Background: an optimization exercise with open tools, aiming at small area. Do not read the settings as production practice. RTL that was checked went through simulation tests only; none was proved equivalent to the original. Function not checked in run 1: the RTL went through the layout flow alone. Power and IR drop assume default switching activity.

`flow/config.mk`:
```
export PLATFORM = sky130hd
export DESIGN_NAME = csma_ca_mac_controller
export DESIGN_NICKNAME = csma_ca_mac_controller
export VERILOG_FILES = /design/flow/design.v
export SDC_FILE = /design/flow/constraint.sdc
export NUM_CORES = 4
export LEC_CHECK = 0
export CAP_MARGIN = 20
export CORE_MARGIN = 2
export CORE_UTILIZATION = 55
export CTS_BUF_LIST = sky130_fd_sc_hd__clkbuf_8
export CTS_CLUSTER_DIAMETER = 60
export CTS_CLUSTER_SIZE = 20
export SLEW_MARGIN = 20
```
`flow/constraint.sdc`:
```
create_clock -name core_clock -period 11.0 [get_ports {clk}]
set_input_delay 2.2000 -clock core_clock [delete_from_list [all_inputs] [get_ports {clk}]]
set_output_delay 2.2000 -clock core_clock [all_outputs]
set_load 0.01 [all_outputs]
```
`flow/design.v`:
```
package csma_pkg;
  localparam int SUB_SLOTS_DEF = 90;
  localparam int KIND_W = 3;
  localparam int MED_W = 2;
  localparam int ADDR_W = 48;
  localparam int DRAW_W = 32;
  localparam int ACT_W = 4;
  localparam int MST_W = 3;
  localparam int CFG_IDX_W = 3;
  localparam int CFG_DATA_W = 16;
  localparam int TIME_W = 16;
  localparam int CW_W = 10;
  localparam int RETRY_W = 4;
  localparam int CW_FULL_W = 26;
  localparam int CW_TOP = 1021;
  localparam logic [KIND_W-1:0] K_TICK = 3'd0;
  localparam logic [KIND_W-1:0] K_FRAME = 3'd1;
  localparam logic [KIND_W-1:0] K_MEDIUM = 3'd2;
  localparam logic [KIND_W-1:0] K_RX_END = 3'd3;
  localparam logic [KIND_W-1:0] K_TX_DONE = 3'd4;
  localparam logic [MED_W-1:0] MED_IDLE = 2'd0;
  localparam logic [MED_W-1:0] MED_RECV = 2'd2;
  localparam logic [MST_W-1:0] M_IDLE = 3'd0;
  localparam logic [MST_W-1:0] M_DEFER = 3'd1;
  localparam logic [MST_W-1:0] M_DIFS = 3'd2;
  localparam logic [MST_W-1:0] M_BACKOFF = 3'd3;
  localparam logic [MST_W-1:0] M_TRANSMIT = 3'd4;
  localparam logic [MST_W-1:0] M_ACKWAIT = 3'd5;
  localparam logic [MST_W-1:0] M_RECEIVE = 3'd6;
  localparam logic [MST_W-1:0] M_SIFS = 3'd7;
  localparam logic [ACT_W-1:0] A_NONE = 4'd0;
  localparam logic [ACT_W-1:0] A_SEND_DATA = 4'd1;
  localparam logic [ACT_W-1:0] A_SEND_ACK = 4'd2;
  localparam logic [ACT_W-1:0] A_DELIVER = 4'd3;
  localparam logic [ACT_W-1:0] A_DROP_FCS = 4'd4;
  localparam logic [ACT_W-1:0] A_DROP_ADDR = 4'd5;
  localparam logic [ACT_W-1:0] A_TX_OK = 4'd6;
  localparam logic [ACT_W-1:0] A_TX_BCAST = 4'd7;
  localparam logic [ACT_W-1:0] A_GIVE_UP = 4'd8;
  localparam logic [ACT_W-1:0] A_RETRY = 4'd9;
  localparam logic [CFG_IDX_W-1:0] R_USE_ACK = 3'd0;
  localparam logic [CFG_IDX_W-1:0] R_DIFS = 3'd1;
  localparam logic [CFG_IDX_W-1:0] R_SIFS = 3'd2;
  localparam logic [CFG_IDX_W-1:0] R_ACK_TO = 3'd3;
  localparam logic [CFG_IDX_W-1:0] R_CW_MIN = 3'd4;
  localparam logic [CFG_IDX_W-1:0] R_CW_MAX = 3'd5;
  localparam logic [CFG_IDX_W-1:0] R_CW_MC = 3'd6;
  localparam logic [CFG_IDX_W-1:0] R_RETRY = 3'd7;
  typedef struct packed {
    logic capture;   
    logic eval;      
    logic load;      
    logic step;      
    logic commit;    
  } cmd_t;
  typedef struct packed {
    logic gen_needed;
    logic div_last;
    logic out_free;
  } status_t;
endpackage
module csma_ctrl (
  input  logic       clk,
  input  logic       rst,
  input  logic       take,    
  input  logic       run,     
  output logic [5:0] cnt
);
  always_ff @(posedge clk) begin
    if (rst || take) cnt <= '0;
    else if (run && !(cnt[5] && cnt[4])) cnt <= cnt + 6'd1;
  end
endmodule
module csma_dp #(
  parameter int SUB_SLOTS = csma_pkg::SUB_SLOTS_DEF
) (
  input  logic                             clk,
  input  logic                             rst,
  input  logic [5:0]                       cnt,
  output logic                             run,
  output logic                             take,
  input  logic                             cfg_valid,
  input  logic [csma_pkg::CFG_IDX_W-1:0]   cfg_index,
  input  logic [csma_pkg::CFG_DATA_W-1:0]  cfg_data,
  input  logic                             in_valid,
  input  logic [csma_pkg::KIND_W-1:0]      kind,
  input  logic [csma_pkg::MED_W-1:0]       medium_req,
  input  logic                             fcs_ok,
  input  logic                             for_us,
  input  logic                             frame_is_ack,
  input  logic                             dest_broadcast,
  input  logic                             dest_multicast,
  input  logic [csma_pkg::ADDR_W-1:0]      source_address,
  input  logic [csma_pkg::DRAW_W-1:0]      random_draw,
  input  logic                             out_ready,
  output logic [csma_pkg::ACT_W-1:0]       action,
  output logic [csma_pkg::MST_W-1:0]       mac_state,
  output logic [csma_pkg::ADDR_W-1:0]      ack_destination,
  output logic                             want_frame
);
  localparam logic [6:0] SUB_TOP = 7'(SUB_SLOTS - 1);
  logic                          use_ack;
  logic [csma_pkg::TIME_W-1:0]   difs_ticks, sifs_ticks, ack_timeout_ticks;
  logic [csma_pkg::CW_W-1:0]     cw_min, cw_max, cw_multicast;
  logic [csma_pkg::RETRY_W-1:0]  retry_limit;
  logic [csma_pkg::MST_W-1:0]    mst;
  logic                          held, hbc, hmc;
  logic                          bo_valid;
  logic [9:0]                    bo_slots;
  logic [6:0]                    bo_sub;
  logic [csma_pkg::TIME_W-1:0]   timer;
  logic [csma_pkg::RETRY_W-1:0]  retry;
  logic [csma_pkg::ADDR_W-1:0]   ack_addr;
  logic [csma_pkg::MST_W-1:0]    st;
  logic                          fl_held, fl_bc, fl_mc, bv;
  logic [csma_pkg::RETRY_W-1:0]  rc, grc;
  logic [csma_pkg::ACT_W-1:0]    act;
  logic                          sf, eb, gen, gmc, free_m, recv_m, tz, running;
  logic                          ld_difs, ld_sifs, ld_ack, ld_bo, ld_aa, slot_dec;
  logic [csma_pkg::TIME_W-1:0]   tdec;
  logic [9:0]                    slots_dec;
  assign running = (cnt != 6'd0);
  assign tz = (timer[csma_pkg::TIME_W-1:1] == '0) || running;
  assign tdec = (timer == '0) ? csma_pkg::TIME_W'(SUB_TOP) : timer - csma_pkg::TIME_W'(1);
  assign slots_dec = bo_slots - 10'd1;
  always_comb begin
    st = mst; fl_held = held; fl_bc = hbc; fl_mc = hmc; bv = bo_valid; rc = retry;
    act = csma_pkg::A_NONE;
    sf = 1'b0; eb = 1'b0; gen = 1'b0; gmc = 1'b0; grc = retry;
    ld_difs = 1'b0; ld_sifs = 1'b0; ld_ack = 1'b0; ld_bo = 1'b0; ld_aa = 1'b0;
    slot_dec = 1'b0;
    free_m = (medium_req == csma_pkg::MED_IDLE);
    recv_m = (medium_req == csma_pkg::MED_RECV);
    if (kind == csma_pkg::K_FRAME) begin
      if (!fl_held) begin
        fl_held = 1'b1; fl_bc = dest_broadcast; fl_mc = dest_multicast;
        bv = 1'b0; rc = '0;
        if (st == csma_pkg::M_IDLE) sf = 1'b1;
      end
    end else begin
      case (st)
        csma_pkg::M_DEFER: begin
          if (kind == csma_pkg::K_MEDIUM) begin
            if (free_m) sf = 1'b1;
            else if (recv_m) st = csma_pkg::M_RECEIVE;
          end
        end
        csma_pkg::M_DIFS: begin
          if (kind == csma_pkg::K_TICK) begin
            if (tz) eb = 1'b1;
          end else if (kind == csma_pkg::K_MEDIUM) begin
            if (recv_m) st = csma_pkg::M_RECEIVE;
            else if (!free_m) st = csma_pkg::M_DEFER;
          end
        end
        csma_pkg::M_BACKOFF: begin
          if (kind == csma_pkg::K_TICK) begin
            slot_dec = (timer == '0);
            if (((timer == '0) ? (bo_slots == 10'd1) : (bo_slots == 10'd0)) &&
                (tdec[6:0] == bo_sub || bo_sub == SUB_TOP)) begin
              bv = 1'b0;
              st = csma_pkg::M_TRANSMIT;
              act = csma_pkg::A_SEND_DATA;
            end
          end else if (kind == csma_pkg::K_MEDIUM && !free_m) begin
            st = recv_m ? csma_pkg::M_RECEIVE : csma_pkg::M_DEFER;
          end
        end
        csma_pkg::M_TRANSMIT: begin
          if (kind == csma_pkg::K_TX_DONE) begin
            if (fl_bc) begin
              fl_held = 1'b0; fl_bc = 1'b0; fl_mc = 1'b0; bv = 1'b0; rc = '0;
              st = csma_pkg::M_IDLE; act = csma_pkg::A_TX_BCAST;
            end else if (!use_ack) begin
              fl_held = 1'b0; fl_bc = 1'b0; fl_mc = 1'b0; bv = 1'b0; rc = '0;
              st = csma_pkg::M_IDLE; act = csma_pkg::A_TX_OK;
            end else begin
              ld_ack = 1'b1;
              st = csma_pkg::M_ACKWAIT;
            end
          end
        end
        csma_pkg::M_ACKWAIT: begin
          if (kind == csma_pkg::K_RX_END) begin
            if (fcs_ok && for_us && frame_is_ack) begin
              fl_held = 1'b0; fl_bc = 1'b0; fl_mc = 1'b0; bv = 1'b0; rc = '0;
              st = csma_pkg::M_IDLE; act = csma_pkg::A_TX_OK;
            end
          end else if (kind == csma_pkg::K_TICK) begin
            if (tz) begin
              st = csma_pkg::M_IDLE;
              if (rc >= retry_limit) begin
                fl_held = 1'b0; fl_bc = 1'b0; fl_mc = 1'b0; bv = 1'b0; rc = '0;
                act = csma_pkg::A_GIVE_UP;
              end else begin
                rc = rc + csma_pkg::RETRY_W'(1);
                gen = 1'b1; gmc = fl_bc | fl_mc; grc = rc;
                bv = 1'b1;
                act = csma_pkg::A_RETRY;
              end
            end
          end
        end
        csma_pkg::M_RECEIVE: begin
          if (kind == csma_pkg::K_RX_END) begin
            st = csma_pkg::M_IDLE;
            if (!fcs_ok) act = csma_pkg::A_DROP_FCS;
            else if (frame_is_ack) act = csma_pkg::A_NONE;
            else if (dest_broadcast) act = csma_pkg::A_DELIVER;
            else if (for_us) begin
              act = csma_pkg::A_DELIVER;
              if (use_ack) begin
                ld_aa = 1'b1;
                ld_sifs = 1'b1;
                st = csma_pkg::M_SIFS;
              end
            end else act = csma_pkg::A_DROP_ADDR;
          end
        end
        csma_pkg::M_SIFS: begin
          if (kind == csma_pkg::K_TICK) begin
            if (tz) begin
              st = csma_pkg::M_IDLE;
              act = csma_pkg::A_SEND_ACK;
            end
          end
        end
        default: ;
      endcase
    end
    if (!sf && st == csma_pkg::M_IDLE) begin
      if (recv_m) st = csma_pkg::M_RECEIVE;
      else if (fl_held) sf = 1'b1;
    end
    if (sf) begin
      if (!free_m) st = csma_pkg::M_DEFER;
      else if (use_ack) begin
        ld_difs = 1'b1;
        st = csma_pkg::M_DIFS;
      end else eb = 1'b1;
    end
    if (eb) begin
      if (!bv) begin
        gen = 1'b1; gmc = fl_bc | fl_mc; grc = rc;
        bv = 1'b1;
      end
      ld_difs = 1'b0;
      ld_bo = 1'b1;
      st = csma_pkg::M_BACKOFF;
    end
  end
  assign run = in_valid && gen && !rst;
  assign take = in_valid && out_ready && !rst && (!gen || (cnt[5] && cnt[4]));
  assign action = act;
  assign mac_state = st;
  assign ack_destination = (act == csma_pkg::A_SEND_ACK) ? ack_addr : '0;
  assign want_frame = (st == csma_pkg::M_IDLE) && !fl_held;
  logic        ph_load, ph_win, ph_div, win_it;
  logic [10:0] z;
  logic [9:0]  cw, cw_eff;
  logic [3:0]  it_n;
  assign ph_load = (cnt == 6'd0);
  assign ph_win  = (cnt[5:4] == 2'b00) && !ph_load;
  assign ph_div  = (cnt[5] ^ cnt[4]);
  assign it_n    = cnt[3:0] - 4'd1;
  assign win_it  = ph_win && !gmc && (it_n <= grc);
  assign z       = timer[10:0];
  assign cw      = z[10:1];
  assign cw_eff  = (cw[9:1] == 9'd0) ? 10'd2 : cw;
  logic [6:0]  s1;
  logic [7:0]  v;
  logic        b, h, e, ge;
  logic [10:0] q1;
  logic [11:0] diff;
  logic [9:0]  q_step;
  logic [6:0]  s_step;
  always_comb begin
    b = random_draw[{cnt[4], ~cnt[3:0]}];
    v = {bo_sub, !b};
    h = (v < 8'(SUB_SLOTS));
    s1 = h ? v[6:0] : 7'(v - 8'(SUB_SLOTS));
    q1 = {bo_slots, h};
    e = (s1 == SUB_TOP);
    diff = {1'b0, q1} + 12'd2 - {2'b0, cw_eff} - {11'd0, e};
    ge = !diff[11];
    q_step = ge ? diff[9:0] : q1[9:0];
    s_step = ge ? (e ? 7'd0 : s1 + 7'd1) : s1;
  end
  always_ff @(posedge clk) begin
    if (rst) begin
      use_ack <= 1'b1;
      difs_ticks <= '0; sifs_ticks <= '0; ack_timeout_ticks <= '0;
      cw_min <= csma_pkg::CW_W'(31); cw_max <= csma_pkg::CW_W'(1023);
      cw_multicast <= csma_pkg::CW_W'(31); retry_limit <= csma_pkg::RETRY_W'(7);
    end else if (cfg_valid) begin
      unique case (cfg_index)
        csma_pkg::R_USE_ACK: use_ack <= cfg_data[0];
        csma_pkg::R_DIFS:    difs_ticks <= cfg_data;
        csma_pkg::R_SIFS:    sifs_ticks <= cfg_data;
        csma_pkg::R_ACK_TO:  ack_timeout_ticks <= cfg_data;
        csma_pkg::R_CW_MIN:  cw_min <= cfg_data[csma_pkg::CW_W-1:0];
        csma_pkg::R_CW_MAX:  cw_max <= cfg_data[csma_pkg::CW_W-1:0];
        csma_pkg::R_CW_MC:   cw_multicast <= cfg_data[csma_pkg::CW_W-1:0];
        csma_pkg::R_RETRY:   retry_limit <= cfg_data[csma_pkg::RETRY_W-1:0];
        default: ;
      endcase
    end
  end
  always_ff @(posedge clk) begin
    if (rst) begin
      mst <= csma_pkg::M_IDLE; held <= 1'b0; bo_valid <= 1'b0;
    end else if (take) begin
      mst <= st; held <= fl_held; bo_valid <= bv;
    end
  end
  logic       t_difs, t_sifs, t_ack, t_bo, t_dec, t_wl, t_wi, t_en;
  logic [csma_pkg::TIME_W-1:0] t_nv;
  assign t_difs = take && ld_difs;
  assign t_sifs = take && ld_sifs;
  assign t_ack  = take && ld_ack;
  assign t_bo   = take && ld_bo;
  assign t_dec  = take && (kind == csma_pkg::K_TICK) && !(ld_difs || ld_sifs || ld_ack || ld_bo);
  assign t_wl   = run && ph_load;
  assign t_wi   = run && win_it;
  assign t_en   = t_difs || t_sifs || t_ack || t_bo || t_dec || t_wl || t_wi;
  assign t_nv   = ({16{t_difs}} & difs_ticks) | ({16{t_sifs}} & sifs_ticks)
                | ({16{t_ack}} & ack_timeout_ticks) | ({16{t_bo}} & csma_pkg::TIME_W'(SUB_TOP))
                | ({16{t_dec}} & tdec)
                | ({16{t_wl}} & (gmc ? {5'd0, cw_multicast, 1'b1} : {6'd0, cw_min}))
                | ({16{t_wi}} & {5'd0, (z > {1'b0, cw_max}) ? cw_max : z[9:0], 1'b1});
  logic       b_wl, b_div, b_dec;
  assign b_wl  = run && ph_load;
  assign b_div = run && ph_div;
  assign b_dec = take && slot_dec;
  always_ff @(posedge clk) begin
    if (take) begin
      hbc <= fl_bc; hmc <= fl_mc; retry <= rc;
      if (ld_aa) ack_addr <= source_address;
    end
    if (t_en) timer <= t_nv;
    if (b_wl || b_div || b_dec) begin
      bo_slots <= ({10{b_div}} & q_step) | ({10{b_dec}} & slots_dec);
    end
    if (b_wl || b_div) begin
      bo_sub <= ({7{b_div}} & s_step) | ({7{b_wl}} & SUB_TOP);
    end
  end
endmodule
module csma_ca_mac_controller #(
  parameter int SUB_SLOTS = csma_pkg::SUB_SLOTS_DEF
) (
  input  logic                             clk,
  input  logic                             rst,
  input  logic                             in_valid,
  output logic                             in_ready,
  input  logic [csma_pkg::KIND_W-1:0]      kind,
  input  logic [csma_pkg::MED_W-1:0]       medium_req,
  input  logic                             fcs_ok,
  input  logic                             for_us,
  input  logic                             frame_is_ack,
  input  logic                             dest_broadcast,
  input  logic                             dest_multicast,
  input  logic [csma_pkg::ADDR_W-1:0]      source_address,
  input  logic [csma_pkg::DRAW_W-1:0]      random_draw,
  output logic                             out_valid,
  input  logic                             out_ready,
  output logic [csma_pkg::ACT_W-1:0]       action,
  output logic [csma_pkg::MST_W-1:0]       mac_state,
  output logic [csma_pkg::ADDR_W-1:0]      ack_destination,
  output logic                             want_frame,
  input  logic                             cfg_valid,
  output logic                             cfg_ready,
  input  logic [csma_pkg::CFG_IDX_W-1:0]   cfg_index,
  input  logic [csma_pkg::CFG_DATA_W-1:0]  cfg_data
);
  logic [5:0] cnt;
  logic       run, take;
  assign cfg_ready = 1'b1;
  assign in_ready = take;
  assign out_valid = take;
  csma_ctrl u_ctrl (
    .clk  (clk),
    .rst  (rst),
    .take (take),
    .run  (run),
    .cnt  (cnt)
  );
  csma_dp #(.SUB_SLOTS(SUB_SLOTS)) u_dp (
    .clk             (clk),
    .rst             (rst),
    .cnt             (cnt),
    .run             (run),
    .take            (take),
    .cfg_valid       (cfg_valid),
    .cfg_index       (cfg_index),
    .cfg_data        (cfg_data),
    .in_valid        (in_valid),
    .kind            (kind),
    .medium_req      (medium_req),
    .fcs_ok          (fcs_ok),
    .for_us          (for_us),
    .frame_is_ack    (frame_is_ack),
    .dest_broadcast  (dest_broadcast),
    .dest_multicast  (dest_multicast),
    .source_address  (source_address),
    .random_draw     (random_draw),
    .out_ready       (out_ready),
    .action          (action),
    .mac_state       (mac_state),
    .ack_destination (ack_destination),
    .want_frame      (want_frame)
  );
endmodule
```
`flow/flow/run.sh`:
```
#!/bin/bash
# Layout flow: the standard synthesis, then the combinational logic between the
# registers re-mapped by ABC for area (registers, their names and cells kept), then
# the standard layout with the ports buffered by the smallest buffer.
set -euo pipefail
W=$(pwd)
F=$W/flow
R=$W/orfs/results/${FLOW_PLATFORM}/csma_ca_mac_controller/base
LIB=$FLOW_HOME/platforms/${FLOW_PLATFORM}/lib/sky130_fd_sc_hd__tt_025C_1v80.lib

bash standard.sh synth > $W/std_synth.log 2>&1

SEQ=$(python3 $F/seqcells.py $LIB)
DU=$(sed -n '/DONT_USE_CELLS += /,/^#/p' $FLOW_HOME/platforms/${FLOW_PLATFORM}/config.mk \
      | grep -o "sky130_fd_sc_hd__[a-z0-9_]*" | sed 's/^/-dont_use /' | tr '\n' ' ')
cp $R/1_2_yosys.v $W/std_1_2_yosys.v
sed -e "s#@SEQ@#$SEQ#; s#@NET@#$W/std_1_2_yosys.v#; s#@TOP@#$FLOW_TOP#; \
        s#@SCRIPT@#$F/area.abc#; s#@LIB@#$LIB#g; s#@DONTUSE@#$DU#; s#@STAT@#$W/remap_stat.txt#; \
        s#@OUT@#$W/remap.v#" $F/remap.ys.in > $W/remap.ys
yosys -s $W/remap.ys > $W/remap.log 2>&1
cp $W/remap.v $R/1_2_yosys.v
touch $R/1_2_yosys.v

bash standard.sh "BUFFER_PORTS_ARGS=-buffer_cell sky130_fd_sc_hd__buf_1" finish > $W/std_layout.log 2>&1
```
`flow/flow/area.abc`:
```
strash
dc2
dch -f
if -K 6 -a
mfs
strash
dch -f
amap
topo
```
`flow/flow/remap.ys.in`:
```
read_liberty -ignore_miss_func @LIB@
blackbox @SEQ@
read_verilog @NET@
hierarchy -top @TOP@
flatten
hierarchy -top @TOP@
opt -purge
techmap
opt -fast -purge
abc -script @SCRIPT@ -liberty @LIB@ @DONTUSE@
opt_clean -purge
hilomap -singleton -hicell sky130_fd_sc_hd__conb_1 HI -locell sky130_fd_sc_hd__conb_1 LO
insbuf -buf sky130_fd_sc_hd__buf_1 A X
splitnets
opt_clean -purge
tee -o @STAT@ stat -liberty @LIB@
write_verilog -noattr -nohex -nodec @OUT@
```
`flow/flow/seqcells.py`:
```
#!/usr/bin/env python3
"""Print the names of a liberty file's cells that hold state (ff, latch or statetable groups)."""
import re, sys
txt = open(sys.argv[1]).read()
names = []
for m in re.finditer(r'\n\s*cell\s*\(\s*"?(\w+)"?\s*\)\s*\{', txt):
    start = m.end(); depth = 1; j = start
    while depth:
        c = txt[j]
        if c == '{': depth += 1
        elif c == '}': depth -= 1
        j += 1
    if re.search(r'\b(ff|latch|ff_bank|latch_bank|statetable)\s*\(', txt[start:j - 1]):
        names.append(m.group(1))
print(' '.join(names))
```
`flow/standard.sh`:
```
#!/bin/bash
# synth_recipe.tcl (not shown) runs the flow's synth.tcl, then flattens the netlist and writes it again
# the make line also repeats each setting of config.mk as NAME=value (left out here)
make -C /OpenROAD-flow-scripts/flow DESIGN_CONFIG=/design/flow/config.mk WORK_HOME=/design/flow/orfs CLKGATE_MAP_FILE= SYNTH_SCRIPT=/design/flow/synth_recipe.tcl "${@:-finish}"
```
==> results.json, run 1 <==
{
  "antenna_found_initial": 0,
  "irDropWorstVdd_v": 0.0000799,
  "startpoint_type": "input pin",
  "final.setup_skew_ns": 0.0144,
  "max_freq_mhz": 119,
  "tightestPinTransition_ns": 0.915,
  "final_antenna_net_count": 0,
  "dp_hpwl_mm": 19.3,
  "clock_sinks": 181,
  "syn_nets": 1178,
  "io_pins": 173,
  "drt_iter0_markers": 790,
  "hold_class": "flop to flop",
  "start_util_pct": 55.9,
  "critical_path_class": "input pin to primary output",
  "use_met2_pct": 44.8,
  "htree_levels": 4,
  "grt_pass1_wl_mm": 40.7,
  "core_um2": 16500,
  "cts_buffer_depth": 2,
  "mostFrequentLayoutCells": "nor2_1, buf_1, clkinv_1, dfxtp_1, edfxtp_1",
  "drt-wirelength-per-cell_um": 17.3,
  "relSlewSlack_pct": 38.9,
  "setup_tns_ns": 0,
  "r2r-start": "u_dp.timer[4]",
  "crit_slowest_cell": "nor2_2",
  "synth.avg_cell_area_um2": 8.66,
  "crit_path_end": "out_valid",
  "end_kind": "primary output",
  "cts_setup_buffers": 0,
  "max_stage_delay_ns": 0.62,
  "worstPathMaxFanout": 15,
  "post_cts_resized": 0,
  "cts_tree": "built",
  "cts_hold_buf": 0,
  "fillCellCount": 1460,
  "hold_violations": 0,
  "whs_ns": 0.448,
  "syn_area_um2": 9210,
  "nNetsFinal": 1377,
  "multiInputGateArea_um2": 4230,
  "power.density_nw_per_um2": 120,
  "ys_warn_count": 2,
  "final_common_cell": "nor2_1",
  "regArea_um2": 4490,
  "syn_to_final_growth_pct": 15.6,
  "crit_chain": "buf_1, or3_1, nor2_1, clkinv_1, nor2_1, nor2_1, a21oi_1, o21ai_0, nor2b_1, o21ai_0, clkinv_1, a21oi_1, nor2_1, nor2_1, nor2_1, nor2_2, buf_1",
  "io_buffers": 171,
  "drcViolationCount": 0,
  "p_leak_nw": 3.46,
  "numCtsBuffers": 17,
  "worst_ep_arrival_time_ns": 6.20,
  "dieHeight_um": 133,
  "rrSetupSlack_ns": 3.50,
  "drv_cap": 0,
  "worstSkewPairLatency_ns": 0.48,
  "startpoint": "kind[0]",
  "status": "no timing/DRC/antenna violations",
  "r2r_cells": 24,
  "synthCells": 1064,
  "r2r_end": "u_dp.timer[6]",
  "firstDrtPassIters": 5,
  "gp_congestion": 0.926,
  "fin_crit_sh_pct": 76.3,
  "cts.reportedPaths.clkPinSlew_ns": 0.10,
  "via_count": 8964,
  "grt.met3_usage_pct": 4.53,
  "die_area_um2": 17800,
  "drv_slew": 0,
  "viasPerCell": 5.99,
  "grt_pass1_vias": 7883,
  "grt_max_degree": 71,
  "drive_above_1_share_pct": 3.92,
  "overflow": 0,
  "cp.required_ns": 8.80,
  "fp.dieW_um": 133,
  "root_buffer": "clkbuf_8",
  "critPathMostFrequentCell": "nor2_1",
  "wirelength_mm": 25.8,
  "rows": 47,
  "rsz0062_at_grt": "false",
  "diodes": 0,
  "setup_viol": 0,
  "fin_crit_ns": 8.40,
  "grt_use_total_pct": 29.0,
  "grt_use_met1_pct": 41.8,
  "top_usage_layer": "met2"
}
## how the worst min path moves through the flow
| stage | start | end | slack (ns) | cells after the start |
|---|---|---|---|---|
| 2_1_floorplan | u_dp.difs_ticks[15] | u_dp.difs_ticks[15] | 0.42 | 2 |
| 3_3_place_gp | u_dp.difs_ticks[10] | u_dp.difs_ticks[10] | 0.43 | 2 |
| 3_5_place_dp | u_dp.difs_ticks[10] | u_dp.difs_ticks[10] | 0.43 | 2 |
| 4_1_cts | u_dp.difs_ticks[10] | u_dp.difs_ticks[10] | 0.45 | 2 |
| 5_1_grt | u_dp.difs_ticks[11] | u_dp.difs_ticks[11] | 0.47 | 2 |
| 6_report | u_dp.difs_ticks[10] | u_dp.difs_ticks[10] | 0.45 | 2 |
## report_power, final
| group | total (mW) | internal (mW) | leakage, nW | switching (mW) |
|---|---|---|---|---|
| combinational | 0.0809 | 0.0281 | 1.67 | 0.0529 |
| sequential | 0.719 | 0.712 | 1.58 | 0.00623 |
| clock | 0.474 | 0.194 | 0.209 | 0.280 |
| total | 1.27 | 0.935 | 3.46 | 0.339 |
## per-layer routing
metal	part of all wire, %	up-vias
li1	-	4402
met1	46	4165
met2	45	352
met3	7.5	45
met4	2.2	0
met5	0	-
## critical path, delay by kind of cell
| family | cells | cell delay, ns |
|---|---|---|
| AO/OA/AOI/OAI | 4 | 0.98 |
| buffers and inverters | 4 | 0.68 |
| AND/OR/NAND/NOR | 9 | 2.32 |
## per-stage QoR
stage / std cells / setup slack [ns] / power [mW] / cell area [um2] / util [%]
floorplan: 1064 / 3.41 / 0.774 / 9210 / -
global placement: 1464 / 2.34 / 0.812 / 10200 / 62.1
detailed placement: 1464 / 2.61 / 0.813 / 10200 / 62.1
CTS: 1496 / 2.63 / 1.28 / 10600 / 64.7
global route: 1496 / 2.26 / 1.31 / 10600 / 64.7
finish: 1496 / 2.60 / 1.27 / 10600 / 64.7
## area by class of cell
cell class,count,area share (%)
sequential,181,42.2
multi-input combinational,746,39.7
timing repair buffer,182,6.82
inverter,135,4.76
tap,220,2.59
clock buffer,17,2.20
clock inverter,15,1.74
## sequential cells by signal (all words and copies together) (netlist names), 3 cells and up
signal                  flops
u_dp.mst                    3
u_dp.bo_slots              10
u_dp.ack_timeout_ticks     16
u_dp.bo_sub                 7
u_dp.difs_ticks            16
u_dp.timer                 16
u_dp.sifs_ticks            16
u_dp.cw_max                10
u_dp.retry                  4
u_dp.retry_limit            4
u_dp.ack_addr              48
u_dp.cw_min                10
u_ctrl.cnt                  6
u_dp.cw_multicast          10
==> run 2: changes to the inputs <==
--- a/flow/design.v
+++ b/flow/design.v
@@ -280,7 +280,7 @@
     h = (v < 8'(SUB_SLOTS));
     s1 = h ? v[6:0] : 7'(v - 8'(SUB_SLOTS));
     q1 = {bo_slots, h};
-    e = (s1 == SUB_TOP);
+    e = b ? 1'b0 : (bo_sub == SUB_TOP || bo_sub == 7'((SUB_SLOTS - 2) / 2));
     diff = {1'b0, q1} + 12'd2 - {2'b0, cw_eff} - {11'd0, e};
     ge = !diff[11];
     q_step = ge ? diff[9:0] : q1[9:0];
--- a/flow/config.mk
+++ b/flow/config.mk
@@ -8,7 +8,5 @@
 export CAP_MARGIN = 20
 export CORE_MARGIN = 2
 export CORE_UTILIZATION = 55
-export CTS_BUF_LIST = sky130_fd_sc_hd__clkbuf_8
-export CTS_CLUSTER_DIAMETER = 60
-export CTS_CLUSTER_SIZE = 20
+export CTS_BUF_LIST = sky130_fd_sc_hd__clkbuf_4 sky130_fd_sc_hd__clkbuf_8
 export SLEW_MARGIN = 20
==> run 2 against run 1 <==
Largest cell class unchanged. Non-clock buffer count increased by 3. Global-route usage decreased by 0.50 points. Largest power group unchanged. Utilization increased by 1.2 points. Highest routed layer unchanged. Critical endpoint is now in_ready. Sequential power about the same. Critical path type unchanged.
==> results.json, run 2 <==
{
  "fin_ws_ns": 2.02,
  "fp.dieW_um": 132,
  "grt_use_met1_pct": 41.0,
  "hold_class": "flop to flop",
  "io_buffers": 171,
  "die_area_um2": 17500,
  "setup_tns_ns": 0,
  "setup_viol": 0,
  "top_register": "u_dp.ack_addr",
  "cts_hold_buf": 0,
  "crit_family": "simple AND/OR/NAND/NOR gates",
  "gp_congestion": 0.913,
  "dp_slack_ns": 2.11,
  "overflow": 0,
  "final_antenna_net_count": 0,
  "mostFrequentLayoutCells": "buf_1, nor2_1, clkinv_1, o21ai_0, dfxtp_1",
  "cp.required_ns": 8.80,
  "dp_cells": 1437,
  "r2r_cells": 24,
  "antenna_found_initial": 0,
  "cp.depth": 19,
  "irDropWorstVdd_v": 0.000103,
  "root_buffer": "clkbuf_8",
  "multiInputGateArea_um2": 4130,
  "post_cts_resized": 0,
  "clock_sinks": 181,
  "via_count": 8550,
  "holdPathEnd": "u_dp.difs_ticks[15]",
  "drv_cap": 0,
  "path_buf_inv": 6,
  "whs_path_depth": 2,
  "layoutNonFillerInstCount": 1470,
  "largest_reg_flops": 48,
  "tightestPinTransition_ns": 0.977,
  "rrSetupSlack_ns": 3.47,
  "drt-wirelength-per-cell_um": 16.9,
  "top_usage_layer": "met2",
  "syn_area_um2": 9070,
  "rsz0062_at_grt": "false",
  "dieHeight_um": 132,
  "worstSkewPairLatency_ns": 0.47,
  "viasPerCell": 5.82,
  "max_stage_delay_ns": 0.73,
  "final_common_cell": "buf_1",
  "io_pins": 173,
  "power.density_nw_per_um2": 120,
  "use_met2_pct": 44.2,
  "startpoint": "kind[1]",
  "dp_hpwl_mm": 18.5,
  "htree_levels": 4,
  "grt.met3_usage_pct": 5.94,
  "drv_slew": 0,
  "cts_setup_buffers": 0,
  "grt_max_degree": 72,
  "drive_above_1_share_pct": 4.07,
  "r2r_end": "u_dp.timer[3]",
  "synth.avg_cell_area_um2": 8.73,
  "max_freq_mhz": 111,
  "rows": 46,
  "regArea_um2": 4490,
  "fin_crit_ns": 8.98,
  "crit_slowest_cell": "o21ai_0",
  "ys_warn_count": 2,
  "end_kind": "primary output",
  "relSlewSlack_pct": 34.4,
  "worstPathMaxFanout": 7,
  "numCtsBuffers": 17,
  "drcViolationCount": 0,
  "grt_pass1_wl_mm": 40.1,
  "fin_crit_sh_pct": 81.7,
  "grt_pass1_vias": 7725,
  "grt_use_total_pct": 28.5,
  "syn_nets": 1153,
  "hold_violations": 0,
  "hp-start": "u_dp.difs_ticks[15]",
  "diodes": 0,
  "start_util_pct": 56.7,
  "drt_iter0_markers": 896,
  "startpoint_type": "input pin",
  "final.setup_skew_ns": 0.0211,
  "worst_ep_arrival_time_ns": 6.78,
  "cts_buffer_depth": 2,
  "p_leak_nw": 3.45,
  "critPathMostFrequentCell": "nor3_1",
  "syn_to_final_growth_pct": 16.1,
  "synthCells": 1039,
  "critical_path_class": "input pin to primary output",
  "firstDrtPassIters": 6,
  "cts_tree": "built",
  "r2r-start": "u_dp.timer[3]",
  "nNetsFinal": 1355,
  "status": "no timing/DRC/antenna violations",
  "core_um2": 16000,
  "crit_chain": "buf_1, nor3_1, clkinv_1, nor4_1, nand4_1, a2111oi_0, buf_4, nor3_1, nor3_1, clkinv_1, nor2b_1, a41oi_1, nor3_1, a21oi_1, nor2_1, nor2_1, o21ai_0, clkinv_1, buf_1",
  "wirelength_mm": 24.8,
  "fillCellCount": 1380,
  "cts.reportedPaths.clkPinSlew_ns": 0.11
}
## run 2: power breakdown
group          total, mW  switching (mW)  internal (mW)
Combinational     0.0796          0.0515         0.0281
Sequential         0.719         0.00645          0.713
Clock              0.462           0.262          0.200
Total               1.26           0.320          0.941
## run 2: metrics by stage
step | power (mW) | hold slack [ns] | cell area, um2 | utilization, %
2_1_floorplan | 0.773 | 0.417 | 9070 | -
3_3_place_gp | 0.811 | 0.425 | 10100 | 63.1
3_5_place_dp | 0.812 | 0.429 | 10100 | 63.1
4_1_cts | 1.26 | 0.445 | 10500 | 65.7
5_1_grt | 1.30 | 0.465 | 10500 | 65.8
6_report | 1.26 | 0.448 | 10500 | 65.8
## run 2: cell type report
| class | count | share of cell area [%] |
|---|---|---|
| Clock buffer | 19 | 2.42 |
| Clock inverter | 13 | 1.50 |
| Inverter | 123 | 4.38 |
| Multi-Input combinational cell | 733 | 39.2 |
| Sequential cell | 181 | 42.7 |
| Tap cell | 216 | 2.57 |
| Timing Repair Buffer | 185 | 7.22 |
## run 2: worst register-to-register path: stages (launching register included)
cell       delay (ns)
edfxtp_1         0.44
clkinv_1         0.15
nand4_1          0.12
nor4_1           0.26
nand2_1          0.14
nor4_1           0.63
o22ai_1          0.26
a221oi_1         0.31
a31oi_1          0.11
a2111oi_0        0.48
buf_4            0.23
nor3_1           0.04
nor3_1           0.28
clkinv_1         0.13
nor2b_1          0.16
a41oi_1          0.16
nor3_1           0.39
a21oi_1          0.18
nor2_1           0.17
nor2_1           0.07
o21ai_0          0.73
clkinv_1         0.30
buf_4            0.28
nand3_1          0.28
nand4_1          0.74
## run 2: worst max-delay path by stage
stage                     end  slack [ns]
finish               in_ready        2.02
floorplan           out_valid        2.86
global route        out_valid        1.61
global placement     in_ready        2.29
CTS                  in_ready        2.07
detailed placement   in_ready        2.11
## run 2: metal layers
layer / routed length, um / vias up
li1: - / 4292
met1: 11400 / 3913
met2: 11100 / 317
met3: 2010 / 28
met4: 327 / 0
met5: 0 / -
==> run 3: changes to the inputs <==
==> flow/flow/area.abc (replaced) <==
&get -n
&deepsyn -T 240
&put
dch -f
amap
topo
--- a/flow/config.mk
+++ b/flow/config.mk
@@ -9,4 +9,5 @@
 export CORE_MARGIN = 2
 export CORE_UTILIZATION = 55
 export CTS_BUF_LIST = sky130_fd_sc_hd__clkbuf_4 sky130_fd_sc_hd__clkbuf_8
+export GPL_TIMING_DRIVEN = 0
 export SLEW_MARGIN = 20
==> run 3 against run 2 <==
Still clean on timing, DRC and antenna. Clock skew fell by 0.0077 ns. Sequential share of layout area increased by 1.7 points. Via count down 6.0%. Final cell count shrank 2.2%. Utilization fell by 1.3 points. Power down 1.3%. Critical path depth rose by 1. Wire length down 9.3%. Cell area decreased by 3.8%. Combinational power is 12% lower. Highest routed layer unchanged.
==> results.json, run 3 <==
{
  "cts_tree": "built",
  "whs_ns": 0.463,
  "crit_chain": "buf_1, clkinv_1, nor3_1, nand2_1, or3_1, nor2_1, o21ai_0, nor3_1, o21ai_0, o21ai_0, nor3_1, a41oi_1, nor3_1, a21oi_1, o21ai_0, nand2_1, nor2_1, nor2_2, buf_1, buf_1",
  "rsz0062_at_grt": "false",
  "fin_ws_ns": 2.43,
  "drv_slew": 0,
  "die_area_um2": 16900,
  "max_stage_delay_ns": 0.58,
  "layoutNonFillerInstCount": 1438,
  "io_pins": 173,
  "grt_pass1_vias": 6870,
  "cts.reportedPaths.clkPinSlew_ns": 0.09,
  "post_cts_resized": 0,
  "syn_nets": 1129,
  "rows": 46,
  "cts_hold_buf": 0,
  "cp.required_ns": 8.80,
  "place_area_um2": 9730,
  "final_common_cell": "clkinv_1",
  "io_buffers": 171,
  "htree_levels": 4,
  "worst_ep_arrival_time_ns": 6.37,
  "r2r-start": "u_ctrl.cnt[2]",
  "p_leak_nw": 3.28,
  "synth.avg_cell_area_um2": 8.62,
  "final.setup_skew_ns": 0.0133,
  "nNetsFinal": 1323,
  "crit_slowest_cell": "nor2_2",
  "comb_power_share_pct": 5.6,
  "drcViolationCount": 0,
  "r2r_end": "u_dp.bo_sub[5]",
  "overflow": 0,
  "ys_warn_count": 2,
  "firstDrtPassIters": 6,
  "p_int_uw": 939,
  "dp_slack_ns": 2.24,
  "utilization_pct": 64.5,
  "diodes": 0,
  "cts_setup_buffers": 0,
  "viasPerCell": 5.59,
  "irDropWorstVdd_v": 0.000108,
  "hold_violations": 0,
  "total_power_mw": 1.24,
  "relSlewSlack_pct": 20.7,
  "end_kind": "primary output",
  "rrSetupSlack_ns": 3.61,
  "gp_congestion": 0.960,
  "power.density_nw_per_um2": 123,
  "drv_cap": 0,
  "wirelength_mm": 22.5,
  "largest_reg_flops": 48,
  "cts_buffer_depth": 2,
  "design_area_um2": 10100,
  "grt_use_met1_pct": 38.5,
  "root_buffer": "clkbuf_8",
  "start_util_pct": 55.7,
  "grt_use_total_pct": 26.5,
  "via_count": 8035,
  "fin_crit_ns": 8.57,
  "tightestPinTransition_ns": 1.18,
  "drive_above_1_share_pct": 3.44,
  "seqPwrFrac_pct": 57.6,
  "fp.dieW_um": 130,
  "final_antenna_net_count": 0,
  "numCtsBuffers": 17,
  "synthCells": 1015,
  "status": "no timing/DRC/antenna violations",
  "setup_tns_ns": 0,
  "startpoint": "kind[0]",
  "worstPathMaxFanout": 13,
  "startpoint_type": "input pin",
  "dieHeight_um": 130,
  "drt_iter0_markers": 727,
  "hold_class": "flop to flop",
  "critical_path_class": "input pin to primary output",
  "cp.depth": 20,
  "path_buf_inv": 4,
  "grt_max_degree": 41,
  "drt-wirelength-per-cell_um": 15.7,
  "power_switching_uw": 306,
  "grt_pass1_wl_mm": 35.2,
  "top_register": "u_dp.ack_addr",
  "antenna_found_initial": 0,
  "setup_viol": 0,
  "use_met2_pct": 40.5,
  "mostFrequentLayoutCells": "clkinv_1, buf_1, nor2_1, dfxtp_1, edfxtp_1",
  "fillCellCount": 1401,
  "crit_path_end": "out_valid",
  "dp_cells": 1405,
  "clock_sinks": 181,
  "top_usage_layer": "met2",
  "max_freq_mhz": 117,
  "switching_share_pct": 24.6,
  "syn_area_um2": 8750,
  "crit_family": "simple AND/OR/NAND/NOR gates",
  "grt.met3_usage_pct": 6.52,
  "syn_to_final_growth_pct": 15.8,
  "dp_hpwl_mm": 16.9,
  "core_um2": 15700,
  "clkPwrFrac_pct": 36.8,
  "r2r_cells": 32,
  "fin_crit_sh_pct": 77.9,
  "worstSkewPairLatency_ns": 0.46
}
## run 3: worst reg2reg max path, delay by kind of cell (launching register included)
family                 cells  cell delay [ns]
AO/OA/AOI/OAI             16             3.18
buffers and inverters      4             0.83
flip-flops                 1             0.41
AND/OR/NAND/NOR           12             2.71
## run 3: cell type report
| cell class | count | area, um2 | area share (%) |
|---|---|---|---|
| plain buffers | 2 | 7.51 | 0.0740 |
| clock buffers | 20 | 269 | 2.65 |
| clock inverters | 12 | 129 | 1.27 |
| inverters | 185 | 696 | 6.86 |
| multi-input cells | 647 | 3580 | 35.3 |
| flip-flops and latches | 181 | 4490 | 44.3 |
| well taps | 216 | 270 | 2.67 |
| repair buffers | 175 | 692 | 6.82 |
## run 3: power by group through the flow
stage / combinational, mW / sequential, mW / clock (mW)
6_report: 0.0699 / 0.717 / 0.458
2_1_floorplan: 0.0381 / 0.731 / 0
4_1_cts: 0.0692 / 0.717 / 0.464
3_5_place_dp: 0.0687 / 0.733 / 0
5_1_grt: 0.0782 / 0.718 / 0.488
3_3_place_gp: 0.0674 / 0.732 / 0
## run 3: layer usage
layer / up-vias / share of wire [%]
met5: - / 0
met4: 0 / 1.2
met3: 24 / 7.9
met2: 288 / 44
met1: 3657 / 47
li1: 4066 / -
## run 3: worst min path at each step
stage | start | to | slack (ns) | cells after the start
detailed placement | u_dp.difs_ticks[7] | u_dp.difs_ticks[7] | 0.45 | 2
global placement | u_dp.cw_min[6] | u_dp.cw_min[6] | 0.44 | 2
floorplan | u_dp.cw_multicast[9] | u_dp.cw_multicast[9] | 0.43 | 2
finish | u_dp.cw_min[6] | u_dp.cw_min[6] | 0.46 | 2
CTS | u_dp.difs_ticks[7] | u_dp.difs_ticks[7] | 0.46 | 2
global route | u_dp.cw_min[6] | u_dp.cw_min[6] | 0.48 | 2
==> run 4: changes to the inputs <==
--- a/flow/config.mk
+++ b/flow/config.mk
@@ -8,6 +8,6 @@
 export CAP_MARGIN = 20
 export CORE_MARGIN = 2
 export CORE_UTILIZATION = 55
-export CTS_BUF_LIST = sky130_fd_sc_hd__clkbuf_4 sky130_fd_sc_hd__clkbuf_8
+export CTS_BUF_LIST = sky130_fd_sc_hd__clkbuf_16
 export GPL_TIMING_DRIVEN = 0
 export SLEW_MARGIN = 20
==> run 4 against run 3 <==
Synthesized area unchanged. Clock skew is 0.00063 ns higher. Power grew 11%. Register-to-register slack worse by 0.03 ns. Via count is 0.15% higher. Fmax up 0.43%. Global-route usage is 0.24 points higher. Clock power is 29% higher. Final cell count stayed put.
==> results.json, run 4 <==
{
  "viasPerCell": 5.60,
  "comb_power_share_pct": 5.1,
  "cts.reportedPaths.clkPinSlew_ns": 0.07,
  "cp.required_ns": 8.80,
  "drt_iter0_markers": 729,
  "htree_levels": 4,
  "clock_sinks": 181,
  "root_buffer": "clkbuf_16",
  "clkPwrFrac_pct": 43.0,
  "drive_above_1_share_pct": 3.27,
  "p_leak_nw": 3.36,
  "io_pins": 173,
  "synth.avg_cell_area_um2": 8.62,
  "status": "no timing/DRC/antenna violations",
  "multiInputGateArea_um2": 3580,
  "synthCells": 1015,
  "p_int_mw": 1.06,
  "rows": 46,
  "fin_crit_sh_pct": 77.6,
  "fp.dieW_um": 130,
  "firstDrtPassIters": 5,
  "r2r_end": "u_dp.bo_sub[5]",
  "diodes": 0,
  "overflow": 0,
  "layoutNonFillerInstCount": 1438,
  "drt-wirelength-per-cell_um": 15.7,
  "crit_path_end": "out_valid",
  "syn_nets": 1129,
  "dieHeight_um": 130,
  "cts_hold_buf": 0,
  "cts_setup_buffers": 0,
  "dp_cells": 1405,
  "switching_share_pct": 23.6,
  "setup_tns_ns": 0,
  "drv_slew": 0,
  "drcViolationCount": 0,
  "hold_violations": 0,
  "final_antenna_net_count": 0,
  "syn_to_final_growth_pct": 17.8,
  "r2r_cells": 32,
  "numCtsBuffers": 17,
  "wirelength_mm": 22.6,
  "critical_path_class": "input pin to primary output",
  "final.setup_skew_ns": 0.0139,
  "startpoint_type": "input pin",
  "grt_pass1_wl_mm": 35.4,
  "ys_warn_count": 2,
  "dp_hpwl_mm": 16.9,
  "worstSkewPairLatency_ns": 0.44,
  "gp_congestion": 0.960,
  "regArea_um2": 4490,
  "setup_viol": 0,
  "die_area_um2": 16900,
  "core_um2": 15700,
  "startpoint": "kind[0]",
  "mostFrequentLayoutCells": "clkinv_1, buf_1, nor2_1, dfxtp_1, edfxtp_1",
  "largest_reg_flops": 48,
  "power.density_nw_per_um2": 134,
  "start_util_pct": 55.7,
  "cts_tree": "built",
  "rsz0062_at_grt": "false",
  "fin_crit_ns": 8.53,
  "via_count": 8047,
  "top_register": "u_dp.ack_addr",
  "irDropWorstVdd_v": 0.0000959,
  "syn_area_um2": 8750,
  "grt_max_degree": 41,
  "seqPwrFrac_pct": 52.0,
  "relSlewSlack_pct": 18.6,
  "tightestPinTransition_ns": 1.21,
  "r2r-start": "u_ctrl.cnt[2]",
  "power_switching_uw": 326,
  "drv_cap": 0,
  "end_kind": "primary output",
  "grt_use_total_pct": 26.8,
  "post_cts_resized": 0,
  "max_freq_mhz": 117,
  "nNetsFinal": 1323,
  "worstPathMaxFanout": 13,
  "antenna_found_initial": 0,
  "rrSetupSlack_ns": 3.58,
  "worst_ep_arrival_time_ns": 6.33,
  "whs_ns": 0.460,
  "grt_pass1_vias": 6906,
  "hold_class": "flop to flop",
  "final_common_cell": "clkinv_1",
  "io_buffers": 171,
  "cts_buffer_depth": 2,
  "fillCellCount": 1383
}
-- run 4: how the worst min path moves through the flow --
| stage | to | cells after the start | start | slack (ns) |
|---|---|---|---|---|
| 2_1_floorplan | u_dp.cw_multicast[9] | 2 | u_dp.cw_multicast[9] | 0.43 |
| 3_3_place_gp | u_dp.cw_min[6] | 2 | u_dp.cw_min[6] | 0.44 |
| 3_5_place_dp | u_dp.difs_ticks[7] | 2 | u_dp.difs_ticks[7] | 0.45 |
| 4_1_cts | u_dp.difs_ticks[7] | 2 | u_dp.difs_ticks[7] | 0.46 |
| 5_1_grt | u_dp.difs_ticks[10] | 2 | u_dp.difs_ticks[10] | 0.47 |
| 6_report | u_dp.sifs_ticks[4] | 2 | u_dp.sifs_ticks[4] | 0.46 |
-- run 4: metal layers --
metal / track usage, % / part of all wire [%] / vias up
li1: - / - / 4058
met1: 38.5 / 47 / 3689
met2: 40.9 / 44 / 278
met3: 5.90 / 7.3 / 22
met4: 7.59 / 1.4 / 0
met5: 0 / 0 / -
-- run 4: cell type report --
cell class | count | share of cell area (%)
Inverter | 185 | 6.75
Multi-Input combinational cell | 647 | 34.7
Clock buffer | 17 | 4.13
Clock inverter | 15 | 1.36
Sequential cell | 181 | 43.6
Timing Repair Buffer | 175 | 6.71
Buffer | 2 | 0.0728
Tap cell | 216 | 2.62
-- run 4: power by group through the flow --
stage / Sequential [mW] / Combinational (mW) / Clock [mW]
2_1_floorplan: 0.731 / 0.0381 / 0
3_3_place_gp: 0.732 / 0.0674 / 0
3_5_place_dp: 0.733 / 0.0687 / 0
4_1_cts: 0.717 / 0.0692 / 0.601
5_1_grt: 0.718 / 0.0782 / 0.624
6_report: 0.718 / 0.0700 / 0.593
-- run 4: critical path, stage by stage --
cell and delay [ns]:
buf_1 0.15, clkinv_1 0.11, nor3_1 0.27, nand2_1 0.10
or3_1 0.37, nor2_1 0.14, o21ai_0 0.18, nor3_1 0.39
o21ai_0 0.26, o21ai_0 0.23, nor3_1 0.11, a41oi_1 0.22
nor3_1 0.13, a21oi_1 0.25, o21ai_0 0.15, nand2_1 0.12
nor2_1 0.10, nor2_2 0.56, buf_1 0.15, buf_1 0.15
-- run 4: metrics by stage --
step	worst slack (ns)	power [mW]	cell area [um2]	utilization, %
final	2.47	1.38	10300	65.6
after global routing	1.87	1.42	10300	65.6
after CTS	2.25	1.39	10300	65.5
after detailed placement	2.24	0.801	9730	61.9
after global placement	1.88	0.800	9660	61.5
after floorplan	3.42	0.769	8750	-
==> run 5: changes to the inputs <==
--- a/flow/config.mk
+++ b/flow/config.mk
@@ -8,6 +8,8 @@
 export CAP_MARGIN = 20
 export CORE_MARGIN = 2
 export CORE_UTILIZATION = 55
-export CTS_BUF_LIST = sky130_fd_sc_hd__clkbuf_16
+export CTS_BUF_LIST = sky130_fd_sc_hd__clkbuf_8
+export CTS_CLUSTER_DIAMETER = 150
+export CTS_CLUSTER_SIZE = 40
 export GPL_TIMING_DRIVEN = 0
 export SLEW_MARGIN = 20
==> run 5 against run 4 <==
Still clean on timing, DRC and antenna. Final cell count stayed put. Count of clock-buffer cells in the layout is 2 higher. Sequential power hardly changed. Via count is essentially flat. Critical path depth unchanged. Cell area down 1.7%. Sequential share of layout area up 0.74 points. Worst hold slack improved by 0.0040 ns. Global-route usage fell by 0.24 points. Critical endpoint unchanged.
==> results.json, run 5 <==
{
  "status": "no timing/DRC/antenna violations",
  "seqPwrFrac_pct": 57.8,
  "drt-wirelength-per-cell_um": 15.7,
  "largest_reg_flops": 48,
  "setup_viol": 0,
  "drv_slew": 0,
  "final_common_cell": "clkinv_1",
  "cts_tree": "built",
  "antenna_found_initial": 0,
  "clock_sinks": 181,
  "firstDrtPassIters": 5,
  "hold_class": "flop to flop",
  "path_buf_inv": 4,
  "cts.reportedPaths.clkPinSlew_ns": 0.09,
  "io_buffers": 171,
  "grt_use_total_pct": 26.5,
  "nNetsFinal": 1323,
  "syn_to_final_growth_pct": 15.8,
  "grt_pass1_wl_mm": 35.2,
  "total_power_mw": 1.24,
  "end_kind": "primary output",
  "drive_above_1_share_pct": 3.36,
  "startpoint_type": "input pin",
  "relSlewSlack_pct": 20.8,
  "cts_setup_buffers": 0,
  "irDropWorstVdd_v": 0.000108,
  "critical_path_class": "input pin to primary output",
  "hold_violations": 0,
  "numCtsBuffers": 17,
  "comb_power_share_pct": 5.6,
  "cp.required_ns": 8.80,
  "worstPathMaxFanout": 13,
  "p_int_uw": 936,
  "overflow": 0,
  "gp_congestion": 0.960,
  "fin_crit_ns": 8.57,
  "max_freq_mhz": 117,
  "die_area_um2": 16900,
  "fp.dieW_um": 130,
  "utilization_pct": 64.5,
  "core_um2": 15700,
  "fin_ws_ns": 2.43,
  "max_stage_delay_ns": 0.58,
  "syn_nets": 1129,
  "crit_family": "simple AND/OR/NAND/NOR gates",
  "setup_tns_ns": 0,
  "synthCells": 1015,
  "io_pins": 173,
  "worst_ep_arrival_time_ns": 6.37,
  "wirelength_mm": 22.5,
  "cts_hold_buf": 0,
  "fin_crit_sh_pct": 77.9,
  "final_antenna_net_count": 0,
  "rows": 46,
  "power.density_nw_per_um2": 123,
  "final.setup_skew_ns": 0.0137,
  "dp_hpwl_mm": 16.9,
  "viasPerCell": 5.60,
  "worstSkewPairLatency_ns": 0.46,
  "drt_iter0_markers": 727,
  "clkPwrFrac_pct": 36.6,
  "syn_area_um2": 8750,
  "via_count": 8054,
  "htree_levels": 4,
  "dp_slack_ns": 2.24,
  "tightestPinTransition_ns": 1.18,
  "synth.avg_cell_area_um2": 8.62,
  "cts_buffer_depth": 2,
  "crit_chain": "buf_1, clkinv_1, nor3_1, nand2_1, or3_1, nor2_1, o21ai_0, nor3_1, o21ai_0, o21ai_0, nor3_1, a41oi_1, nor3_1, a21oi_1, o21ai_0, nand2_1, nor2_1, nor2_2, buf_1, buf_1",
  "dp_cells": 1405,
  "power_switching_uw": 306,
  "layoutNonFillerInstCount": 1438,
  "grt_pass1_vias": 6870,
  "top_register": "u_dp.ack_addr",
  "drcViolationCount": 0,
  "switching_share_pct": 24.6,
  "fillCellCount": 1401,
  "grt_max_degree": 41,
  "root_buffer": "clkbuf_8",
  "ys_warn_count": 2,
  "mostFrequentLayoutCells": "clkinv_1, buf_1, nor2_1, dfxtp_1, edfxtp_1",
  "post_cts_resized": 0,
  "dieHeight_um": 130,
  "p_leak_nw": 3.28,
  "start_util_pct": 55.7,
  "rsz0062_at_grt": "false",
  "crit_slowest_cell": "nor2_2",
  "diodes": 0,
  "drv_cap": 0
}
## run 5: tightest hold or removal path: stages, from the launching register on
cell and delay (ns):
dfxtp_1 0.31, clkinv_1 0.05, o22ai_1 0.06
## run 5: stage by stage
step                      instance area, um2  hold WS (ns)
after CTS                              10100         0.465
after global placement                  9660         0.444
after global routing                   10100         0.476
after floorplan                         8750         0.432
final                                  10100         0.464
after detailed placement                9730         0.449
## run 5: path summary, 6_finish.rpt
kind	from	to	slack (ns)	depth (start not counted)
setup reg to reg	u_ctrl.cnt[2]	u_dp.bo_sub[5]	3.61	32
setup / recovery	kind[0]	out_valid	2.43	20
hold reg to reg	u_dp.sifs_ticks[4]	u_dp.sifs_ticks[4]	0.46	2
hold / removal	u_dp.sifs_ticks[4]	u_dp.sifs_ticks[4]	0.46	2
## run 5: power by group through the flow
stage / clock network (mW) / logic, mW / registers (mW)
3_3_place_gp: 0 / 0.0674 / 0.732
4_1_cts: 0.461 / 0.0692 / 0.717
6_report: 0.455 / 0.0699 / 0.717
3_5_place_dp: 0 / 0.0687 / 0.733
5_1_grt: 0.485 / 0.0782 / 0.718
2_1_floorplan: 0 / 0.0381 / 0.731
## run 5: cell type report
| class | instances | area, um2 | share of cell area (%) |
|---|---|---|---|
| buffer | 2 | 7.51 | 0.0741 |
| clock buffer | 19 | 262 | 2.58 |
| clock inverter | 13 | 133 | 1.31 |
| inverter | 185 | 696 | 6.86 |
| multi-input combinational | 647 | 3580 | 35.3 |
| sequential | 181 | 4490 | 44.3 |
| tap | 216 | 270 | 2.67 |
| timing repair buffer | 175 | 692 | 6.83 |
## run 5: routing by layer
metal / share of wire, % / wire, um / global-route usage [%]
met1: 47 / 10600 / 38.5
met2: 44 / 9880 / 40.5
met3: 7.8 / 1760 / 6.52
met4: 1.3 / 286 / 5.95
met5: 0 / 0 / 0
==> run 6: changes to the inputs <==
--- a/flow/design.v
+++ b/flow/design.v
@@ -79,6 +79,7 @@
   input  logic [5:0]                       cnt,
   output logic                             run,
   output logic                             take,
+  output logic                             out_valid,
   input  logic                             cfg_valid,
   input  logic [csma_pkg::CFG_IDX_W-1:0]   cfg_index,
   input  logic [csma_pkg::CFG_DATA_W-1:0]  cfg_data,
@@ -249,12 +250,21 @@
       st = csma_pkg::M_BACKOFF;
     end
   end
+  logic [csma_pkg::ACT_W-1:0] act_r;
   assign run = in_valid && gen && !rst;
-  assign take = in_valid && out_ready && !rst && (!gen || (cnt[5] && cnt[4]));
-  assign action = act;
-  assign mac_state = st;
-  assign ack_destination = (act == csma_pkg::A_SEND_ACK) ? ack_addr : '0;
-  assign want_frame = (st == csma_pkg::M_IDLE) && !fl_held;
+  assign take = in_valid && !out_valid && !rst && (!gen || (cnt[5] && cnt[4]));
+  always_ff @(posedge clk) begin
+    if (rst) out_valid <= 1'b0;
+    else if (take) out_valid <= 1'b1;
+    else if (out_ready) out_valid <= 1'b0;
+  end
+  always_ff @(posedge clk) begin
+    if (take) act_r <= act;
+  end
+  assign action = act_r;
+  assign mac_state = mst;
+  assign ack_destination = (act_r == csma_pkg::A_SEND_ACK) ? ack_addr : '0;
+  assign want_frame = (mst == csma_pkg::M_IDLE) && !held;
   logic        ph_load, ph_win, ph_div, win_it;
   logic [10:0] z;
   logic [9:0]  cw, cw_eff;
@@ -377,7 +387,6 @@
   logic       run, take;
   assign cfg_ready = 1'b1;
   assign in_ready = take;
-  assign out_valid = take;
   csma_ctrl u_ctrl (
     .clk  (clk),
     .rst  (rst),
@@ -391,6 +400,7 @@
     .cnt             (cnt),
     .run             (run),
     .take            (take),
+    .out_valid       (out_valid),
     .cfg_valid       (cfg_valid),
     .cfg_index       (cfg_index),
     .cfg_data        (cfg_data),
--- a/flow/config.mk
+++ b/flow/config.mk
@@ -8,8 +8,6 @@
 export CAP_MARGIN = 20
 export CORE_MARGIN = 2
 export CORE_UTILIZATION = 55
-export CTS_BUF_LIST = sky130_fd_sc_hd__clkbuf_8
-export CTS_CLUSTER_DIAMETER = 150
-export CTS_CLUSTER_SIZE = 40
+export CTS_BUF_LIST = sky130_fd_sc_hd__clkbuf_4 sky130_fd_sc_hd__clkbuf_8
 export GPL_TIMING_DRIVEN = 0
 export SLEW_MARGIN = 20
==> run 6 against run 5 <==
Utilization is 0.96 points higher. Sequential cell count up 5. Global-route usage grew 2.0 points. Power is 4.1% higher. Sequential power grew 3.5%. Count of clock-buffer cells in the layout shrank 1. Die area grew 2.6%. Final cell count is 0.21% higher. Synthesized cell count unchanged.
==> results.json, run 6 <==
{
  "final_common_cell": "buf_1",
  "synthCells": 1015,
  "cts_buffer_depth": 2,
  "power.density_nw_per_um2": 124,
  "drv_slew": 0,
  "htree_levels": 4,
  "critical_path_class": "input pin to flop",
  "syn_to_final_growth_pct": 16.1,
  "die_area_um2": 17400,
  "setup_tns_ns": 0,
  "worstPathMaxFanout": 15,
  "cts_tree": "built",
  "tightestPinTransition_ns": 1.07,
  "grt_use_total_pct": 28.5,
  "dp_hpwl_mm": 18.6,
  "fin_crit_ns": 8.69,
  "setup_viol": 0,
  "ys_warn_count": 2,
  "cts_hold_buf": 0,
  "diodes": 0,
  "mostFrequentLayoutCells": "buf_1, nor2_1, clkinv_1, dfxtp_1, edfxtp_1",
  "end_kind": "flop",
  "viasPerCell": 5.81,
  "drt-wirelength-per-cell_um": 17.1,
  "fin_crit_sh_pct": 79.0,
  "drive_above_1_share_pct": 3.76,
  "final_antenna_net_count": 0,
  "drt_iter0_markers": 696,
  "via_count": 8373,
  "hold_violations": 0,
  "rows": 46,
  "syn_nets": 1129,
  "drcViolationCount": 0,
  "p_leak_nw": 3.47,
  "top_register": "u_dp.ack_addr",
  "largest_reg_flops": 48,
  "firstDrtPassIters": 5,
  "post_cts_resized": 0,
  "drv_cap": 0,
  "irDropWorstVdd_v": 0.0000781,
  "io_pins": 173,
  "cp.required_ns": 11.19,
  "relSlewSlack_pct": 28.1,
  "fp.dieW_um": 132,
  "worstSkewPairLatency_ns": 0.48,
  "max_freq_mhz": 115,
  "nNetsFinal": 1326,
  "whs_path_depth": 2,
  "status": "no timing/DRC/antenna violations",
  "hold_class": "flop to flop",
  "grt_max_degree": 32,
  "fillCellCount": 1428,
  "dieHeight_um": 132,
  "io_buffers": 171,
  "gp_congestion": 0.918,
  "overflow": 0,
  "clock_sinks": 186,
  "worst_ep_arrival_time_ns": 8.88,
  "numCtsBuffers": 17,
  "grt_pass1_vias": 7609,
  "root_buffer": "clkbuf_8",
  "total_power_mw": 1.29,
  "cts.reportedPaths.clkPinSlew_ns": 0.10,
  "grt_pass1_wl_mm": 39.6,
  "rsz0062_at_grt": "false",
  "final.setup_skew_ns": 0.0121,
  "cts_setup_buffers": 0,
  "wirelength_mm": 24.6,
  "start_util_pct": 56.4,
  "r2r_cells": 23,
  "synth.avg_cell_area_um2": 8.85,
  "syn_area_um2": 8990,
  "core_um2": 15900,
  "startpoint_type": "input pin",
  "antenna_found_initial": 0
}
==> run 6: path summary, 6_finish.rpt <==
check / end / from / slack [ns]
worst max-delay path: u_dp.bo_slots[9] / kind[1] / 2.31
worst min-delay path: u_dp.ack_timeout_ticks[0] / u_dp.ack_timeout_ticks[0] / 0.47
worst max register to register: u_dp.bo_slots[9] / u_dp.timer[6] / 2.72
worst min register to register: u_dp.ack_timeout_ticks[0] / u_dp.ack_timeout_ticks[0] / 0.47
==> run 6: final cells by class <==
type / count / area (um2) / area share, %
Clock buffer: 18 / 248 / 2.37
Multi-Input combinational cell: 684 / 3830 / 36.7
Timing Repair Buffer: 178 / 754 / 7.23
Inverter: 137 / 515 / 4.94
Clock inverter: 14 / 150 / 1.44
Tap cell: 216 / 270 / 2.59
Buffer: 8 / 30.0 / 0.288
Sequential cell: 186 / 4630 / 44.4
==> run 6: metal layers <==
layer	vias to the layer above	GRT usage, %	part of all wire [%]
met5	-	0	0
met2	307	47.7	48
met4	0	9.00	1.9
li1	4132	-	-
met1	3896	38.1	44
met3	38	4.58	6.4
==> run 6: report_power, final <==
group / internal (mW) / total (mW) / switching [mW]
combinational: 0.0304 / 0.0869 / 0.0565
clock: 0.195 / 0.464 / 0.269
sequential: 0.734 / 0.742 / 0.00811
total: 0.960 / 1.29 / 0.334
==> run 6: stage by stage <==
step / instances / instance area (um2) / setup slack [ns] / util (%) / hold slack, ns
floorplan: 1015 / 8990 / 3.70 / - / 0.434
finish: 1441 / 10400 / 2.31 / 65.5 / 0.471
CTS: 1441 / 10400 / 2.58 / 65.5 / 0.471
detailed placement: 1409 / 10000 / 2.25 / 63.0 / 0.458
global route: 1441 / 10400 / 2.06 / 65.5 / 0.482
global placement: 1402 / 9900 / 1.05 / 62.1 / 0.455
==> run 6: worst max-delay path: stages <==
cell and delay, ns:
buf_1 0.12, clkinv_1 0.17, nor3_1 0.48, clkinv_1 0.17
o22a_1 0.20, nor2_1 0.15, a311o_1 0.17, or2_0 0.15
nor3_1 0.06, a41oi_1 0.26, nor3_1 0.14, a21oi_1 0.37
clkinv_1 0.17, o21ai_0 0.41, a21oi_1 0.15, nor2_2 0.76
clkinv_1 0.79, nor3_1 0.83, clkinv_1 0.52, o21ai_1 0.33
buf_4 0.25

==> port drivers added, routing unchanged <==
Ports are ideal in the flow. The routed layouts listed here were re-timed in OpenROAD. Step 1 assumes that a clkbuf_16 drives the clock port and a buf_2 every other input. Step 2 adds t to the input delays and takes it off the output delays; t is the mean of the earliest and latest rising clock arrival at the registers after step 1. Input paths then give back, and output paths get back, about the clock's delay inside the block. a / b / c = ideal ports / drivers / drivers and shift; a / b = the first two.
run	t, ns	slack for setup (ns)	worst setup path at the end	slew at the worst register clock pin (ns)
run 1	0.519	2.605 / 2.579 / 2.552	input to register	0.11 / 0.11
run 2	0.502	2.018 / 1.998 / 1.998	input to output	0.11 / 0.11
run 3	0.493	2.431 / 2.404 / 2.344	input to register	0.10 / 0.10
run 4	0.476	2.468 / 2.440 / 2.304	input to register	0.07 / 0.07
run 5	0.494	2.432 / 2.405 / 2.342	input to register	0.11 / 0.11
run 6	0.516	2.313 / 2.330 / 1.814	input to register	0.11 / 0.11
After both steps setup and hold are still met in every run listed. The setup slack of run 6, which loses most, moves by +0.017 ns with the drivers and by -0.499 ns with both steps.
